This is an optimization exercise on Yosys and OpenROAD, whose aim is small area, a short achievable clock period and few clock cycles per item, not a production implementation.
In this exercise RTL edits were held to simulation tests only and were not proved equivalent to the original.
No activity file was given, so power comes from the tool's default toggle rates.

`constraint.sdc`:
```
create_clock -name core_clock -period 6.0 [get_ports {clock}]
set_input_delay 1.2000 -clock core_clock [delete_from_list [all_inputs] [get_ports {clock}]]
set_output_delay 1.2000 -clock core_clock [all_outputs]
set_load 0.01 [all_outputs]
```
`config.mk`:
```
export PLATFORM = sky130hd
export DESIGN_NAME = fixed_chunk_free_list
export DESIGN_NICKNAME = fixed_chunk_free_list
export VERILOG_FILES = /design/flow/design.v
export SDC_FILE = /design/flow/constraint.sdc
export NUM_CORES = 4
export LEC_CHECK = 0
export CAP_MARGIN = 20
export CORE_MARGIN = 2
export CORE_UTILIZATION = 40
export SLEW_MARGIN = 20
```
`run.sh`:
```
#!/bin/bash
# synth_recipe.tcl (not shown) runs the flow's synth.tcl, then flattens the netlist and writes it again
# the make line also repeats each setting of config.mk as NAME=value (left out here)
make -C /OpenROAD-flow-scripts/flow DESIGN_CONFIG=/design/flow/config.mk WORK_HOME=/design/flow/orfs CLKGATE_MAP_FILE= SYNTH_SCRIPT=/design/flow/synth_recipe.tcl finish
```
`design.v`:
```
package fcfl_pkg;
   localparam int OFFSET_W = 24;
   localparam int LENGTH_W = 25;
   localparam int SHIFT_W  = 5;
   localparam int CSR_DATA_W = 32;
   localparam int CSR_ADDR_W = 3;
   localparam logic [1:0] KIND_ALLOC    = 2'd0;
   localparam logic [1:0] KIND_FREE     = 2'd1;
   localparam logic [1:0] KIND_FREE_ALL = 2'd2;
   localparam logic [1:0] STATUS_OK     = 2'd0;
   localparam logic [1:0] STATUS_EMPTY  = 2'd1;
   localparam logic [1:0] STATUS_BOUNDS = 2'd2;
   localparam logic REG_BUFFER_LENGTH = 1'b0;
   localparam logic REG_CHUNK_SHIFT   = 1'b1;
   localparam logic [SHIFT_W-1:0] SHIFT_MIN   = 5'd3;
   localparam logic [SHIFT_W-1:0] SHIFT_MAX   = 5'd16;
   localparam logic [SHIFT_W-1:0] SHIFT_RESET = 5'd6;
   localparam logic [1:0] ST_IDLE       = 2'd0;
   localparam logic [1:0] ST_ALLOC_WAIT = 2'd1;
   localparam logic [1:0] ST_SWEEP      = 2'd2;
endpackage
import fcfl_pkg::*;
module fcfl_csr
(
   input  logic                  clock,
   input  logic                  reset,
   input  logic                  csr_psel,
   input  logic                  csr_penable,
   input  logic                  csr_pwrite,
   input  logic [CSR_ADDR_W-1:0] csr_paddr,
   input  logic [CSR_DATA_W-1:0] csr_pwdata,
   output logic [CSR_DATA_W-1:0] csr_prdata,
   output logic                  csr_pready,
   output logic [LENGTH_W-1:0]   cfg_buffer_length,
   output logic [SHIFT_W-1:0]    cfg_chunk_shift
);
   logic [LENGTH_W-1:0] buffer_length_ff, buffer_length_in;
   logic [SHIFT_W-1:0]  chunk_shift_ff, chunk_shift_in;
   logic                wr_en;
   assign csr_pready = 1'b1;
   assign wr_en      = csr_psel && csr_penable && csr_pwrite;
   always_comb begin
      buffer_length_in = buffer_length_ff;
      chunk_shift_in   = chunk_shift_ff;
      if (wr_en) begin
         unique case (csr_paddr[2])
            REG_BUFFER_LENGTH: buffer_length_in = csr_pwdata[LENGTH_W-1:0];
            REG_CHUNK_SHIFT:   chunk_shift_in   = csr_pwdata[SHIFT_W-1:0];
            default:           buffer_length_in = buffer_length_ff;
         endcase
      end
   end
   always_ff @(posedge clock) begin
      if (reset) begin
         buffer_length_ff <= '0;
         chunk_shift_ff   <= SHIFT_RESET;
      end else begin
         buffer_length_ff <= buffer_length_in;
         chunk_shift_ff   <= chunk_shift_in;
      end
   end
   always_comb begin
      unique case (csr_paddr[2])
         REG_BUFFER_LENGTH: csr_prdata = CSR_DATA_W'(buffer_length_ff);
         REG_CHUNK_SHIFT:   csr_prdata = CSR_DATA_W'(chunk_shift_ff);
         default:           csr_prdata = '0;
      endcase
   end
   assign cfg_buffer_length = buffer_length_ff;
   assign cfg_chunk_shift = chunk_shift_ff;
endmodule
import fcfl_pkg::*;
module fcfl_engine
#(
   parameter int MAX_CHUNKS = 256
)(
   input  logic         clock,
   input  logic         reset,
   input  logic [LENGTH_W-1:0] cfg_buffer_length,
   input  logic [SHIFT_W-1:0]  cfg_chunk_shift,
   input  logic                req_valid,
   output logic                req_ready,
   input  logic [1:0]          req_kind,
   input  logic [OFFSET_W-1:0] req_byte_offset,
   output logic                rsp_valid,
   input  logic                rsp_ready,
   output logic [1:0]          rsp_status,
   output logic [OFFSET_W-1:0] rsp_chunk_offset
);
   localparam int IDX_W    = $clog2(MAX_CHUNKS);
   localparam int LINK_W   = IDX_W + 1;
   localparam int CNT_W    = IDX_W + 1;
   localparam int WIDE_W   = IDX_W + 16;
   localparam logic [LINK_W-1:0] LINK_END = LINK_W'(MAX_CHUNKS);
   logic [1:0]          state_ff, state_in;
   logic [IDX_W-1:0]    head_index_ff, head_index_in;
   logic                head_valid_ff, head_valid_in;
   logic [CNT_W-1:0]    sweep_ff, sweep_in;
   logic [CNT_W-1:0]    count_ff, count_in;
   logic                rsp_valid_ff, rsp_valid_in;
   logic [1:0]          rsp_status_ff, rsp_status_in;
   logic [OFFSET_W-1:0] rsp_offset_ff, rsp_offset_in;
   logic [LINK_W-1:0] link_mem [0:MAX_CHUNKS-1];
   logic [LINK_W-1:0] rd_data_ff;
   logic              mem_wr_en, mem_rd_en;
   logic [IDX_W-1:0]  mem_wr_addr;
   logic [LINK_W-1:0] mem_wr_data;
   logic                accept;
   logic [SHIFT_W-1:0]  shift;
   logic [OFFSET_W-1:0] free_idx;
   logic                free_ok;
   logic [LENGTH_W-1:0] len_chunks;
   logic [CNT_W-1:0]    new_count;
   logic [WIDE_W-1:0]   alloc_wide;
   logic                sweep_last;
   assign req_ready = (state_ff == ST_IDLE) && (!rsp_valid_ff || rsp_ready);
   assign accept       = req_valid && req_ready;
   assign shift        = (cfg_chunk_shift < SHIFT_MIN) ? SHIFT_MIN :
                         (cfg_chunk_shift > SHIFT_MAX) ? SHIFT_MAX : cfg_chunk_shift;
   assign free_idx = req_byte_offset >> shift;
   assign free_ok  = ({1'b0, req_byte_offset} < cfg_buffer_length) &&
                     ({1'b0, free_idx} < LENGTH_W'(MAX_CHUNKS));
   assign len_chunks = cfg_buffer_length >> shift;
   assign new_count  = (len_chunks > LENGTH_W'(MAX_CHUNKS)) ? CNT_W'(MAX_CHUNKS)
                                                            : len_chunks[CNT_W-1:0];
   assign alloc_wide = WIDE_W'(head_index_ff) << shift;
   assign sweep_last = (sweep_ff == count_ff - CNT_W'(1));
   always_comb begin
      state_in = state_ff;
      unique case (state_ff)
         ST_IDLE: begin
            if (accept && req_kind == KIND_ALLOC && head_valid_ff) begin
               state_in = ST_ALLOC_WAIT;
            end else if (accept && req_kind == KIND_FREE_ALL && new_count != '0) begin
               state_in = ST_SWEEP;
            end
         end
         ST_ALLOC_WAIT: state_in = ST_IDLE;
         ST_SWEEP: begin
            if (sweep_last) begin
               state_in = ST_IDLE;
            end
         end
         default: state_in = ST_IDLE;
      endcase
   end
   always_comb begin
      head_index_in = head_index_ff;
      head_valid_in = head_valid_ff;
      sweep_in      = sweep_ff;
      count_in      = count_ff;
      rsp_valid_in  = rsp_valid_ff && !rsp_ready;
      rsp_status_in = rsp_status_ff;
      rsp_offset_in = rsp_offset_ff;
      mem_wr_en     = 1'b0;
      mem_wr_addr   = free_idx[IDX_W-1:0];
      mem_wr_data   = head_valid_ff ? LINK_W'(head_index_ff) : LINK_END;
      mem_rd_en     = 1'b0;
      unique case (state_ff)
         ST_IDLE: begin
            if (accept) begin
               rsp_valid_in  = 1'b1;
               rsp_status_in = STATUS_OK;
               rsp_offset_in = '0;
               case (req_kind)
                  KIND_ALLOC: begin
                     if (head_valid_ff) begin
                        rsp_valid_in = 1'b0;
                        mem_rd_en    = 1'b1;
                     end else begin
                        rsp_status_in = STATUS_EMPTY;
                     end
                  end
                  KIND_FREE: begin
                     if (free_ok) begin
                        mem_wr_en     = 1'b1;
                        head_index_in = free_idx[IDX_W-1:0];
                        head_valid_in = 1'b1;
                     end else begin
                        rsp_status_in = STATUS_BOUNDS;
                     end
                  end
                  KIND_FREE_ALL: begin
                     count_in = new_count;
                     sweep_in = '0;
                     if (new_count == '0) begin
                        head_index_in = '0;
                        head_valid_in = 1'b0;
                     end else begin
                        head_index_in = IDX_W'(new_count - CNT_W'(1));
                        head_valid_in = 1'b1;
                     end
                  end
                  default: rsp_status_in = STATUS_OK;
               endcase
            end
         end
         ST_ALLOC_WAIT: begin
            rsp_valid_in  = 1'b1;
            rsp_status_in = STATUS_OK;
            rsp_offset_in = OFFSET_W'(alloc_wide);
            if (rd_data_ff < LINK_END) begin
               head_index_in = rd_data_ff[IDX_W-1:0];
               head_valid_in = 1'b1;
            end else begin
               head_index_in = '0;
               head_valid_in = 1'b0;
            end
         end
         ST_SWEEP: begin
            mem_wr_en   = 1'b1;
            mem_wr_addr = sweep_ff[IDX_W-1:0];
            mem_wr_data = (sweep_ff == '0) ? LINK_END : LINK_W'(sweep_ff - CNT_W'(1));
            sweep_in    = sweep_ff + CNT_W'(1);
         end
         default: rsp_valid_in = rsp_valid_ff;
      endcase
   end
   always_ff @(posedge clock) begin
      if (reset) begin
         state_ff      <= ST_IDLE;
         head_index_ff <= '0;
         head_valid_ff <= 1'b0;
         rsp_valid_ff  <= 1'b0;
      end else begin
         state_ff      <= state_in;
         head_index_ff <= head_index_in;
         head_valid_ff <= head_valid_in;
         rsp_valid_ff  <= rsp_valid_in;
      end
   end
   always_ff @(posedge clock) begin
      sweep_ff      <= sweep_in;
      count_ff      <= count_in;
      rsp_status_ff <= rsp_status_in;
      rsp_offset_ff <= rsp_offset_in;
   end
   always_ff @(posedge clock) begin
      if (mem_wr_en) begin
         link_mem[mem_wr_addr] <= mem_wr_data;
      end
   end
   always_ff @(posedge clock) begin
      if (mem_rd_en) begin
         rd_data_ff <= link_mem[head_index_ff];
      end
   end
   assign rsp_valid        = rsp_valid_ff;
   assign rsp_status       = rsp_status_ff;
   assign rsp_chunk_offset = rsp_offset_ff;
endmodule
import fcfl_pkg::*;
module fixed_chunk_free_list
#(
   parameter int MAX_CHUNKS = 256
)(
   input  logic                  clock,
   input  logic                  reset,
   input  logic                  req_valid,
   output logic                  req_ready,
   input  logic [1:0]            req_kind,
   input  logic [OFFSET_W-1:0]   req_byte_offset,
   output logic                  rsp_valid,
   input  logic                  rsp_ready,
   output logic [1:0]            rsp_status,
   output logic [OFFSET_W-1:0]   rsp_chunk_offset,
   input  logic                  csr_psel,
   input  logic                  csr_penable,
   input  logic                  csr_pwrite,
   input  logic [CSR_ADDR_W-1:0] csr_paddr,
   input  logic [CSR_DATA_W-1:0] csr_pwdata,
   output logic [CSR_DATA_W-1:0] csr_prdata,
   output logic                  csr_pready
);
   logic [LENGTH_W-1:0] cfg_buffer_length;
   logic [SHIFT_W-1:0]  cfg_chunk_shift;
   fcfl_csr u_csr (
      .clock       (clock),
      .reset       (reset),
      .csr_psel    (csr_psel),
      .csr_penable (csr_penable),
      .csr_pwrite  (csr_pwrite),
      .csr_paddr   (csr_paddr),
      .csr_pwdata  (csr_pwdata),
      .csr_prdata  (csr_prdata),
      .csr_pready  (csr_pready),
      .cfg_buffer_length (cfg_buffer_length),
      .cfg_chunk_shift   (cfg_chunk_shift)
   );
   fcfl_engine #(
      .MAX_CHUNKS (MAX_CHUNKS)
   ) u_engine (
      .clock  (clock),
      .reset  (reset),
      .cfg_buffer_length (cfg_buffer_length),
      .cfg_chunk_shift   (cfg_chunk_shift),
      .req_valid        (req_valid),
      .req_ready        (req_ready),
      .req_kind         (req_kind),
      .req_byte_offset  (req_byte_offset),
      .rsp_valid        (rsp_valid),
      .rsp_ready        (rsp_ready),
      .rsp_status       (rsp_status),
      .rsp_chunk_offset (rsp_chunk_offset)
   );
endmodule
```
==> results by group <==
Layout
  • Commonest non-fill, non-tap cell in the layout: edfxtp_1
  • Final Core Density: between 40% and 50%
  • Design area: 112000 um^2
  • Area Growth Syn to Fin: 15.7%
  • Most frequent cells in the layout: edfxtp_1, mux4_2, buf_4, nor2_1, clkbuf_16
  • Layout cells sized above 1: slightly below 30%
  • Nets: 5239
  • Fill count: roughly 20000

Run
  • Max-Cap Viols: 0

Placed design
  • Routability cong.: 0.902
  • Dpl hpwl: 148000 um
  • Post-DP Area: 105000 um^2
  • Port Buffers: 111

STA
  • Actual slew at the worst max-slew pin: 1090 ps
  • Clock Skews: 47.5 ps
  • Final slew viol count: 0
  • Crit share post-route: approximately nine tenths
  • Final setup vio count: 0
  • Rel. slew slack: 27.4%
  • Unrepaired setup endpoints after global routing: false
  • Hold Vio Cnt, Final: 0
  • Min Tclk post-route: 5410 ps
  • Fmax: 0.185 GHz

Clock tree
  • CTS Sinks: 2399
  • Clock Latency Late Sink: 890 ps
  • TritonCTS Buffers: between 200 and 250
  • Postcts setup bufs: 0
  • CTS max path bufs: 3
  • Post-cts resize count: 0
  • Clock-pin slew on the worst setup and hold paths: about 70 ps
  • CTS H-Tree Depth: 4
  • CTS root buffer: clkbuf_16
  • CTS tree: done
  • Post-CTS Hold Buffers: 0

Worst setup path
  • Top delay family on crit path: compound AO/OA/AOI/OAI gates
  • Setup crit end kind: register
  • Startpoint class of the critical path: register
  • Critical-path top delay cell: o21bai_1
  • Data arrival, critical path: approximately 6200 ps
  • Bufs and invs on worst path: 2
  • Most frequent CP cell: nor2_1
  • Crit path kind: register to register
  • Critical path peak fanout: 11
  • Max incr delay on CP: between 600 and 700 ps
  • CP Cell Sequence: o21bai_1, nand2_1, buf_4, a211o_1, a211oi_1, nor2_1, a2111oi_2, nor2_1, nor3_1, inv_1, ha_1, o2111ai_1, a2111oi_4, or3_1, o311ai_1, o211a_1
  • Worst Path Required: between 6000 and 7000 ps

Synthesis
  • FFs w/ async S/R, synth: 0%
  • Post-Syn Area: 97100 um^2
  • Synth top area cells: edfxtp_1, mux4_2, nor2_1
  • Main synth FF type: edfxtp_1
  • Post-synth cell types: slightly above 90
  • Post-synth top area share: 72.9%
  • Yosys warnings: 2
  • Synthesized area per cell: 20.8 um^2
  • Seq/Total Area, Yosys: approximately 74%
  • Synth Instances: approximately 4700
  • FF+latch count, synth: 2399
  • Area leader, netlist: edfxtp_1
  • Post-synth EDFFs: 2357

GRT
  • Vias in the first global route: 48800
  • Overflow after GRT: 0
  • GRT Util Overall: 19.4%
  • Initial antenna violation count: 12
  • First-pass GRT wire length: around 350000 um
  • Largest net degree at the start of global routing: about 200

Floorplanning
  • Die Y: roughly 500 um
  • Io pins: roughly 130
  • Die footprint: between 200000 and 250000 um^2
  • Initial Utilization: 40.3%
  • Core ar.: 241000 um^2
  • FP Rows: 180
  • Die X: a little under 500 um

Power and ir drop
  • Total chip power: 36.8 mW
  • Peak VDD IR: 0.331 mV
  • Pwr/cell area: between 300 and 400 nW/um^2
  • Leak Pwr: 34.3 nW

Outcome
  • Status: no timing/DRC/antenna violations

Drt
  • Antenna Nets Post-Route: 0
  • Post-route DRC: 0
  • Via density: between 5 and 6
  • Iter 0 DRT Violations: 5647
  • Final WL: between 200000 and 250000 um
  • Initial DRT Pass Iterations: 6
  • Vias after detailed routing: 48700
  • Wire per inst: between 20 and 30 um

Worst hold path
  • Hold Path Class: register to register
==> kinds of logic after synthesis <==
group	share of synthesized area [%]
AND/OR/NAND/NOR	3.21
multiplexers	18.5
flip-flops	73.7
other	0.00773
AO/OA/AOI/OAI	2.37
XOR/XNOR	0.198
adder cells (fa/ha/maj)	0.451
buffers and inverters	1.47
==> power breakdown <==
group	switching (mW)	internal, mW	total (mW)
Sequential	0.110	18.6	18.7
Clock	6.31	8.11	14.4
Combinational	2.14	1.54	3.68
Total	8.56	28.2	36.8
==> worst paths after layout <==
check	to	cells past startpoint	start	slack, ps
setup / recovery	u_engine.head_index_ff[4]	16	u_csr.chunk_shift_ff[3]	590
hold / removal	u_csr.buffer_length_ff[2]	2	u_csr.buffer_length_ff[2]	470
setup reg to reg	u_engine.head_index_ff[4]	16	u_csr.chunk_shift_ff[3]	590
hold reg to reg	u_csr.buffer_length_ff[2]	2	u_csr.buffer_length_ff[2]	470
==> routing by layer <==
metal / vias up / share of wire [%] / GRT usage (%)
met1: 26200 / 43 / 27.7
li1: 20400 / - / -
met2: 1863 / 48 / 31.2
met5: - / 0 / 0
met4: 0 / 2.1 / 4.61
met3: 280 / 6.8 / 3.34
==> flip-flops by register name, summed over array words and instances (netlist names) <==
register                cells
u_engine.link_mem        2304
u_csr.buffer_length_ff     25
u_engine.rsp_offset_ff     24
u_engine.count_ff           9
u_engine.rd_data_ff         9
u_engine.sweep_ff           9
u_engine.head_index_ff      8
u_csr.chunk_shift_ff        5
u_engine.rsp_status_ff      2
u_engine.state_ff           2
u_engine.head_valid_ff      1
u_engine.rsp_valid_ff       1
==> tightest hold or removal path, cell delays in order (launching register included) <==
cell	delay [ps]
dfxtp_1	310
nand2_1	50
a21oi_1	50
==> cells in the mapped netlist (13+ instances only) <==
cell type	instances
edfxtp_1	2357
nor2_1	341
dfxtp_1	42
o21ai_0	69
buf_1	74
inv_1	48
a32oi_1	18
mux2i_1	28
nor2b_1	18
nand2_1	166
nand3_1	59
buf_2	51
and2_1	14
o211ai_1	13
a21oi_1	86
nor3_1	27
ha_1	35
a22oi_1	13
a211oi_1	14
clkbuf_1	152
mux4_2	783
buf_4	13
==> area by class of cell <==
cell class	instances	area, um^2	share of cell area, %
tap	3185	3990	3.55
sequential	2399	71600	63.8
timing repair buffer	524	4770	4.25
multi-input combinational	1923	24200	21.5
inverter	52	195	0.174
clock buffer	288	6120	5.45
antenna	6	15.0	0.0134
clock inverter	144	1400	1.25
==> through the flow <==
step | hold slack [ps] | setup TNS, ps | cells | setup slack, ps
CTS | 469 | 0 | 8515 | 726
global placement | 449 | 0 | 8080 | 212
finish | 466 | 0 | 8521 | 592
global route | 506 | 0 | 8516 | 383
detailed placement | 459 | 0 | 8083 | 213
floorplan | 436 | -5445290 | 4667 | -3030
Testbench counts, summed over its fixed seeds: cycles 21,118, items 9,624.

[what the ideal ports hide]
No port has a modelled driver above. Below, the same layout with a new extraction and two added sets of constraints. Step 1 assumes that a clkbuf_16 drives the clock port and a buf_2 every other input. Step 2 moves the port delays by t, midway between the first and last clock arrival at a register: inputs arrive t later, outputs are due t later. That takes back most of the time a late clock gives input paths. Slacks: ideal / step 1 / step 2; pairs: ideal / step 1.
t (ns): 0.964
slack for setup (ns): 0.592 / 0.592 / 0.137
worst setup path at the end: input to register
After both steps setup and hold are still met in this run. The setup slack of this run moves by 0.000 ns with the drivers and by -0.455 ns with both steps.
